Context: an optimization exercise on an open-source flow, tuned for small area and a short achievable clock period. The choices shown serve that exercise and are no tape-out recipe. At most, simulation tests tie the RTL to the original design; equivalence was not proved. No activity file was given, so power comes from the tool's default toggle rates.

==> flow/design.v <==
package mspd_pkg;
  localparam int CHANNELS = 4;
  localparam int IN_CH    = 4;
  localparam int LANES    = (CHANNELS < IN_CH) ? CHANNELS : IN_CH;
  localparam int SAMPLE_W = 10;
  localparam int PEAK_W   = 10;
  localparam int CH_W     = 2;
  localparam int TIME_W   = 32;
  localparam int THR_W    = 10;
  localparam int WIN_W    = 16;
  localparam int CFG_W    = 16;
  localparam logic [SAMPLE_W:0] MID_RAIL = 11'd512;
  localparam logic [THR_W-1:0] THRESHOLD_RESET = 10'd80;
  localparam logic [WIN_W-1:0] WINDOW_RESET    = 16'd20;
  localparam logic REG_THRESHOLD = 1'b0;
  localparam logic REG_WINDOW    = 1'b1;
  localparam logic OP_SAMPLE = 1'b0;
  localparam logic OP_POLL   = 1'b1;
  typedef struct packed {
    logic              done;
    logic [PEAK_W-1:0] peak;
  } lane_fin_t;
  typedef struct packed {
    logic              valid;
    logic [CH_W-1:0]   channel;
    logic [PEAK_W-1:0] peak;
  } result_t;
endpackage
module mspd_lane (
  input  logic                            clk,
  input  logic                            rst_n,
  input  logic                            sample_en,
  input  logic [mspd_pkg::SAMPLE_W-1:0]   sample,
  input  logic [mspd_pkg::TIME_W-1:0]     now_ms,
  input  logic [10:0]                     thr2m1,     
  input  logic                            thr_zero,
  input  logic [15:0]                     lo_m_win,   
  input  logic                            lo_wrap,    
  output logic                            fin,        
  output logic [mspd_pkg::PEAK_W-1:0]     peak        
);
  logic                           active_r;
  logic [mspd_pkg::PEAK_W-1:0]    peak_r;
  logic [mspd_pkg::TIME_W-1:0]    start_r;
  logic [mspd_pkg::PEAK_W-1:0]    key;
  logic                           gt;
  logic                           trig;
  logic                           expired;
  assign key     = {sample[8:0] ^ {9{~sample[9]}}, ~sample[9]};
  mspd_cmp #(.W(10), .G(1)) u_gt   (.a(key),          .b(peak_r),        .ci(1'b0), .y(gt));
  logic ge_thr;
  mspd_cmp #(.W(11), .G(1)) u_trig (.a({1'b0, key}),  .b(thr2m1),        .ci(1'b1), .y(ge_thr));
  assign trig    = thr_zero || ge_thr;
  logic        c1, c2, lt, hz;
  logic [15:0] ah, ch;
  mspd_cmp #(.W(16), .G(4)) u_c1 (.a(now_ms[15:0]),  .b(start_r[15:0]), .ci(1'b1), .y(c1));
  mspd_cmp #(.W(16), .G(4)) u_c2 (.a(start_r[15:0]), .b(lo_m_win),      .ci(1'b0), .y(c2));
  assign lt  = lo_wrap ? (c1 || c2) : (c1 && c2);
  assign ah  = now_ms[31:16];
  assign ch  = ~start_r[31:16];
  assign hz  = ((ah[0] ^ ch[0]) == c1) &&
               (((ah[15:1] ^ ch[15:1]) ^ (ah[14:0] | ch[14:0])) == 15'd0);
  assign expired = !(hz && lt);
  assign fin     = active_r && expired;
  assign peak    = peak_r;
  always_ff @(posedge clk) begin
    if (!rst_n)
      active_r <= 1'b0;
    else if (sample_en)
      active_r <= active_r ? !expired : trig;
  end
  always_ff @(posedge clk) begin
    if (!active_r)
      start_r <= now_ms;
    if (!active_r || (sample_en && gt))
      peak_r <= key;
  end
endmodule
module mspd_cmp #(
  parameter int W = 16,
  parameter int G = 4
) (
  input  logic [W-1:0] a,
  input  logic [W-1:0] b,
  input  logic         ci,
  output logic         y
);
  localparam int NG = (W + G - 1) / G;
  localparam int L  = (NG < 2) ? 1 : (NG < 4) ? 2 : (NG < 8) ? 3 : (NG < 16) ? 4 : (NG < 32) ? 5 : 6;
  localparam int N  = 1 << L;
  logic [N-1:0] g [L+1];
  logic [N-1:0] p [L+1];
  for (genvar i = 0; i < N; i++) begin : g_leaf
    if (i == 0) begin : g_ci
      assign g[0][i] = ci;
      assign p[0][i] = 1'b0;
    end else if (i <= NG) begin : g_grp
      logic [G:0] gc;
      logic [G:0] pc;
      assign gc[0] = 1'b0;
      assign pc[0] = 1'b1;
      for (genvar j = 0; j < G; j++) begin : g_bit
        localparam int K = (i - 1) * G + j;
        if (K < W) begin : g_in
          assign gc[j+1] = (a[K] & ~b[K]) | ((a[K] | ~b[K]) & gc[j]);
          assign pc[j+1] = (a[K] | ~b[K]) & pc[j];
        end else begin : g_out
          assign gc[j+1] = gc[j];
          assign pc[j+1] = pc[j];
        end
      end
      assign g[0][i] = gc[G];
      assign p[0][i] = pc[G];
    end else begin : g_pad
      assign g[0][i] = 1'b0;
      assign p[0][i] = 1'b1;
    end
  end
  for (genvar k = 1; k <= L; k++) begin : g_lvl
    for (genvar i = 0; i < (N >> k); i++) begin : g_node
      assign g[k][i] = g[k-1][2*i+1] | (p[k-1][2*i+1] & g[k-1][2*i]);
      assign p[k][i] = p[k-1][2*i+1] & p[k-1][2*i];
    end
    if ((N >> k) < N) begin : g_fill
      assign g[k][N-1:(N >> k)] = '0;
      assign p[k][N-1:(N >> k)] = '0;
    end
  end
  assign y = g[L][0];
endmodule
module mspd_merge (
  input  logic                                       clk,
  input  logic                                       rst_n,
  input  logic                                       sample_acc,
  input  logic                                       poll_acc,
  input  logic [mspd_pkg::LANES-1:0]                 fin,
  input  logic [mspd_pkg::LANES*mspd_pkg::PEAK_W-1:0] peak,
  output logic                                       full,
  output logic [mspd_pkg::CH_W-1:0]                  slot_ch,
  output logic [mspd_pkg::PEAK_W-1:0]                slot_peak
);
  logic                         pend_r;
  logic [mspd_pkg::LANES-1:0]   fin_r;
  logic [mspd_pkg::CH_W-1:0]    win_ch;
  logic [mspd_pkg::PEAK_W-1:0]  win_key;
  assign full = pend_r || (|fin_r);
  always_comb begin
    win_ch  = '0;
    win_key = peak[0 +: mspd_pkg::PEAK_W];
    for (int i = mspd_pkg::LANES - 1; i > 0; i--) begin
      if (fin_r[i]) begin
        win_ch  = mspd_pkg::CH_W'(i);
        win_key = peak[i*mspd_pkg::PEAK_W +: mspd_pkg::PEAK_W];
      end
    end
    if (fin_r[0]) begin
      win_ch  = '0;
      win_key = peak[0 +: mspd_pkg::PEAK_W];
    end
  end
  always_ff @(posedge clk) begin
    if (!rst_n) begin
      pend_r <= 1'b0;
      fin_r  <= '0;
    end else begin
      pend_r <= full && !poll_acc;
      fin_r  <= (sample_acc && !full) ? fin : '0;
    end
  end
  always_ff @(posedge clk) begin
    if (|fin_r) begin
      slot_ch   <= win_ch;
      slot_peak <= {1'b0, win_key[9:1]} + {9'd0, win_key[0]};
    end
  end
endmodule
module multichannel_strike_peak_detector (
  input  logic                              clk,
  input  logic                              rst_n,
  input  logic                              cfg_we,
  input  logic                              cfg_index,
  input  logic [mspd_pkg::CFG_W-1:0]        cfg_wdata,
  input  logic                              in_valid,
  output logic                              in_ready,
  input  logic                              in_op,
  input  logic [mspd_pkg::SAMPLE_W-1:0]     in_sample_ch0,
  input  logic [mspd_pkg::SAMPLE_W-1:0]     in_sample_ch1,
  input  logic [mspd_pkg::SAMPLE_W-1:0]     in_sample_ch2,
  input  logic [mspd_pkg::SAMPLE_W-1:0]     in_sample_ch3,
  input  logic [mspd_pkg::TIME_W-1:0]       in_now_ms,
  output logic                              out_valid,
  input  logic                              out_ready,
  output logic                              out_event_valid,
  output logic [mspd_pkg::CH_W-1:0]         out_event_channel,
  output logic [mspd_pkg::PEAK_W-1:0]       out_event_peak
);
  logic [mspd_pkg::THR_W-1:0]  thr_r;
  logic [mspd_pkg::WIN_W-1:0]  win_r;
  logic [10:0]                 thr2m1;
  logic                        thr_zero;
  logic                        in_acc;
  logic                        sample_en;
  logic                        poll_en;
  logic                        full;
  logic [mspd_pkg::SAMPLE_W-1:0]               samples [mspd_pkg::IN_CH];
  logic [mspd_pkg::LANES-1:0]                  fin;
  logic [mspd_pkg::LANES*mspd_pkg::PEAK_W-1:0] peak;
  logic [mspd_pkg::CH_W-1:0]                   slot_ch;
  logic [mspd_pkg::PEAK_W-1:0]                 slot_peak;
  logic                        out_valid_r;
  logic                        ev_r;
  assign samples[0] = in_sample_ch0;
  assign samples[1] = in_sample_ch1;
  assign samples[2] = in_sample_ch2;
  assign samples[3] = in_sample_ch3;
  assign in_ready  = !out_valid_r || out_ready;
  assign in_acc    = in_valid && in_ready;
  assign sample_en = in_acc && (in_op == mspd_pkg::OP_SAMPLE);
  assign poll_en   = in_acc && (in_op == mspd_pkg::OP_POLL);
  always_ff @(posedge clk) begin
    if (!rst_n) begin
      thr_r <= mspd_pkg::THRESHOLD_RESET;
      win_r <= mspd_pkg::WINDOW_RESET;
    end else if (cfg_we) begin
      if (cfg_index == mspd_pkg::REG_WINDOW)
        win_r <= cfg_wdata[mspd_pkg::WIN_W-1:0];
      else
        thr_r <= cfg_wdata[mspd_pkg::THR_W-1:0];
    end
  end
  assign thr2m1   = {thr_r, 1'b0} - 11'd1;
  assign thr_zero = (thr_r == '0);
  logic [16:0] lo_m_win;
  assign lo_m_win = {1'b0, in_now_ms[15:0]} - {1'b0, win_r};
  for (genvar g = 0; g < mspd_pkg::LANES; g++) begin : g_lane
    mspd_lane u_lane (
      .clk       (clk),
      .rst_n     (rst_n),
      .sample_en (sample_en),
      .sample    (samples[g]),
      .now_ms    (in_now_ms),
      .thr2m1    (thr2m1),
      .thr_zero  (thr_zero),
      .lo_m_win  (lo_m_win[15:0]),
      .lo_wrap   (lo_m_win[16]),
      .fin       (fin[g]),
      .peak      (peak[g*mspd_pkg::PEAK_W +: mspd_pkg::PEAK_W])
    );
  end
  mspd_merge u_merge (
    .clk        (clk),
    .rst_n      (rst_n),
    .sample_acc (sample_en),
    .poll_acc   (poll_en),
    .fin        (fin),
    .peak       (peak),
    .full       (full),
    .slot_ch    (slot_ch),
    .slot_peak  (slot_peak)
  );
  always_ff @(posedge clk) begin
    if (!rst_n) begin
      out_valid_r <= 1'b0;
    end else if (in_acc) begin
      out_valid_r <= 1'b1;
    end else if (out_ready) begin
      out_valid_r <= 1'b0;
    end
    if (in_acc) begin
      ev_r <= (in_op == mspd_pkg::OP_POLL) && full;
    end
  end
  assign out_valid         = out_valid_r;
  assign out_event_valid   = ev_r;
  assign out_event_channel = ev_r ? slot_ch : '0;
  assign out_event_peak    = ev_r ? slot_peak : '0;
endmodule
==> flow/config.mk <==
export PLATFORM = sky130hd
export DESIGN_NAME = multichannel_strike_peak_detector
export DESIGN_NICKNAME = multichannel_strike_peak_detector
export VERILOG_FILES = /design/flow/design.v
export SDC_FILE = /design/flow/constraint.sdc
export NUM_CORES = 4
export LEC_CHECK = 0
export ABC_AREA = 1
export CAP_MARGIN = 20
export CORE_MARGIN = 2
export CORE_UTILIZATION = 40
export CTS_CLUSTER_DIAMETER = 100
export CTS_CLUSTER_SIZE = 24
export SETUP_SLACK_MARGIN = 3.5
export SLEW_MARGIN = 20
==> flow/constraint.sdc <==
create_clock -name core_clock -period 6.5 [get_ports {clk}]
set_input_delay 1.3000 -clock core_clock [delete_from_list [all_inputs] [get_ports {clk}]]
set_output_delay 1.3000 -clock core_clock [all_outputs]
set_load 0.01 [all_outputs]
standard.sh (not shown) runs the stock make flow with config.mk's settings and CLKGATE_MAP_FILE= SYNTH_SCRIPT=/design/flow/synth_recipe.tcl, a recipe that flattens the netlist after the stock synthesis.
==> flow/flow/run.sh <==
#!/bin/bash
# standard layout, with the port buffers made of buf_2 cells instead of the
# resizer's default pick (a delay buffer)
set -euo pipefail
export BUFFER_PORTS_ARGS="-buffer_cell sky130_fd_sc_hd__buf_2"
bash standard.sh > standard.log 2>&1
Change:
--- a/flow/design.v
+++ b/flow/design.v
@@ -51,12 +51,12 @@
   logic ge_thr;
   mspd_cmp #(.W(11), .G(1)) u_trig (.a({1'b0, key}),  .b(thr2m1),        .ci(1'b1), .y(ge_thr));
   assign trig    = thr_zero || ge_thr;
   logic        c1, c2, lt, hz;
   logic [15:0] ah, ch;
-  mspd_cmp #(.W(16), .G(4)) u_c1 (.a(now_ms[15:0]),  .b(start_r[15:0]), .ci(1'b1), .y(c1));
-  mspd_cmp #(.W(16), .G(4)) u_c2 (.a(start_r[15:0]), .b(lo_m_win),      .ci(1'b0), .y(c2));
+  mspd_cmp #(.W(16), .G(16)) u_c1 (.a(now_ms[15:0]),  .b(start_r[15:0]), .ci(1'b1), .y(c1));
+  mspd_cmp #(.W(16), .G(8)) u_c2 (.a(start_r[15:0]), .b(lo_m_win),      .ci(1'b0), .y(c2));
   assign lt  = lo_wrap ? (c1 || c2) : (c1 && c2);
   assign ah  = now_ms[31:16];
   assign ch  = ~start_r[31:16];
   assign hz  = ((ah[0] ^ ch[0]) == c1) &&
                (((ah[15:1] ^ ch[15:1]) ^ (ah[14:0] | ch[14:0])) == 15'd0);
@@ -228,12 +228,14 @@
         thr_r <= cfg_wdata[mspd_pkg::THR_W-1:0];
     end
   end
   assign thr2m1   = {thr_r, 1'b0} - 11'd1;
   assign thr_zero = (thr_r == '0);
+  logic [16:0] lo_sum;
   logic [16:0] lo_m_win;
-  assign lo_m_win = {1'b0, in_now_ms[15:0]} - {1'b0, win_r};
+  assign lo_sum   = {1'b0, ~in_now_ms[15:0]} + {1'b0, win_r};
+  assign lo_m_win = {lo_sum[16], ~lo_sum[15:0]};
   for (genvar g = 0; g < mspd_pkg::LANES; g++) begin : g_lane
     mspd_lane u_lane (
       .clk       (clk),
       .rst_n     (rst_n),
       .sample_en (sample_en),
Cell count shrinks by 1.4%.
Via count shrinks by 3.6%.
Sequential power barely changes.
Worst hold slack is worse by 6.7 ps.
Synthesized cell count shrinks by 2.1%.
Sequential cell count stays the same.
Routed wire length shrinks by 2.0%.
Die area shrinks by 1.6%.
Core utilization grows by 0.85 points.
Clock skew grows by 11 ps.
Function not checked in the second run of this note: the RTL went through the layout flow alone.

==> static timing again, ports no longer ideal <==
The flow's constraints put no driver on any port. The routed layouts listed below were extracted and timed again, unchanged, in two steps.
Step 1 assumes that a clkbuf_16 drives the clock port and a buf_2 every other input.
Step 2 adds t to the input delays and takes it off the output delays; t is the mean of the earliest and latest rising clock arrival at the registers after step 1. Input paths then give back, and output paths get back, about the clock's delay inside the block.
a / b / c = ideal ports / drivers / drivers and shift; a / b = the first two.
| run | shift t [ns] | setup slack, ns | clock arrival spread, ns | cell pins on the clock port's net |
|---|---|---|---|---|
| the first run | 0.544 | 3.420 / 3.423 / 2.879 | 0.028 / 0.028 | 1 |
| the second run | 0.529 | 3.200 / 3.183 / 2.654 | 0.038 / 0.038 | 1 |
After both steps every run listed still meets setup and hold. The setup slack of the second run, which loses most, moves by -0.017 ns with the drivers and by -0.546 ns with both steps.
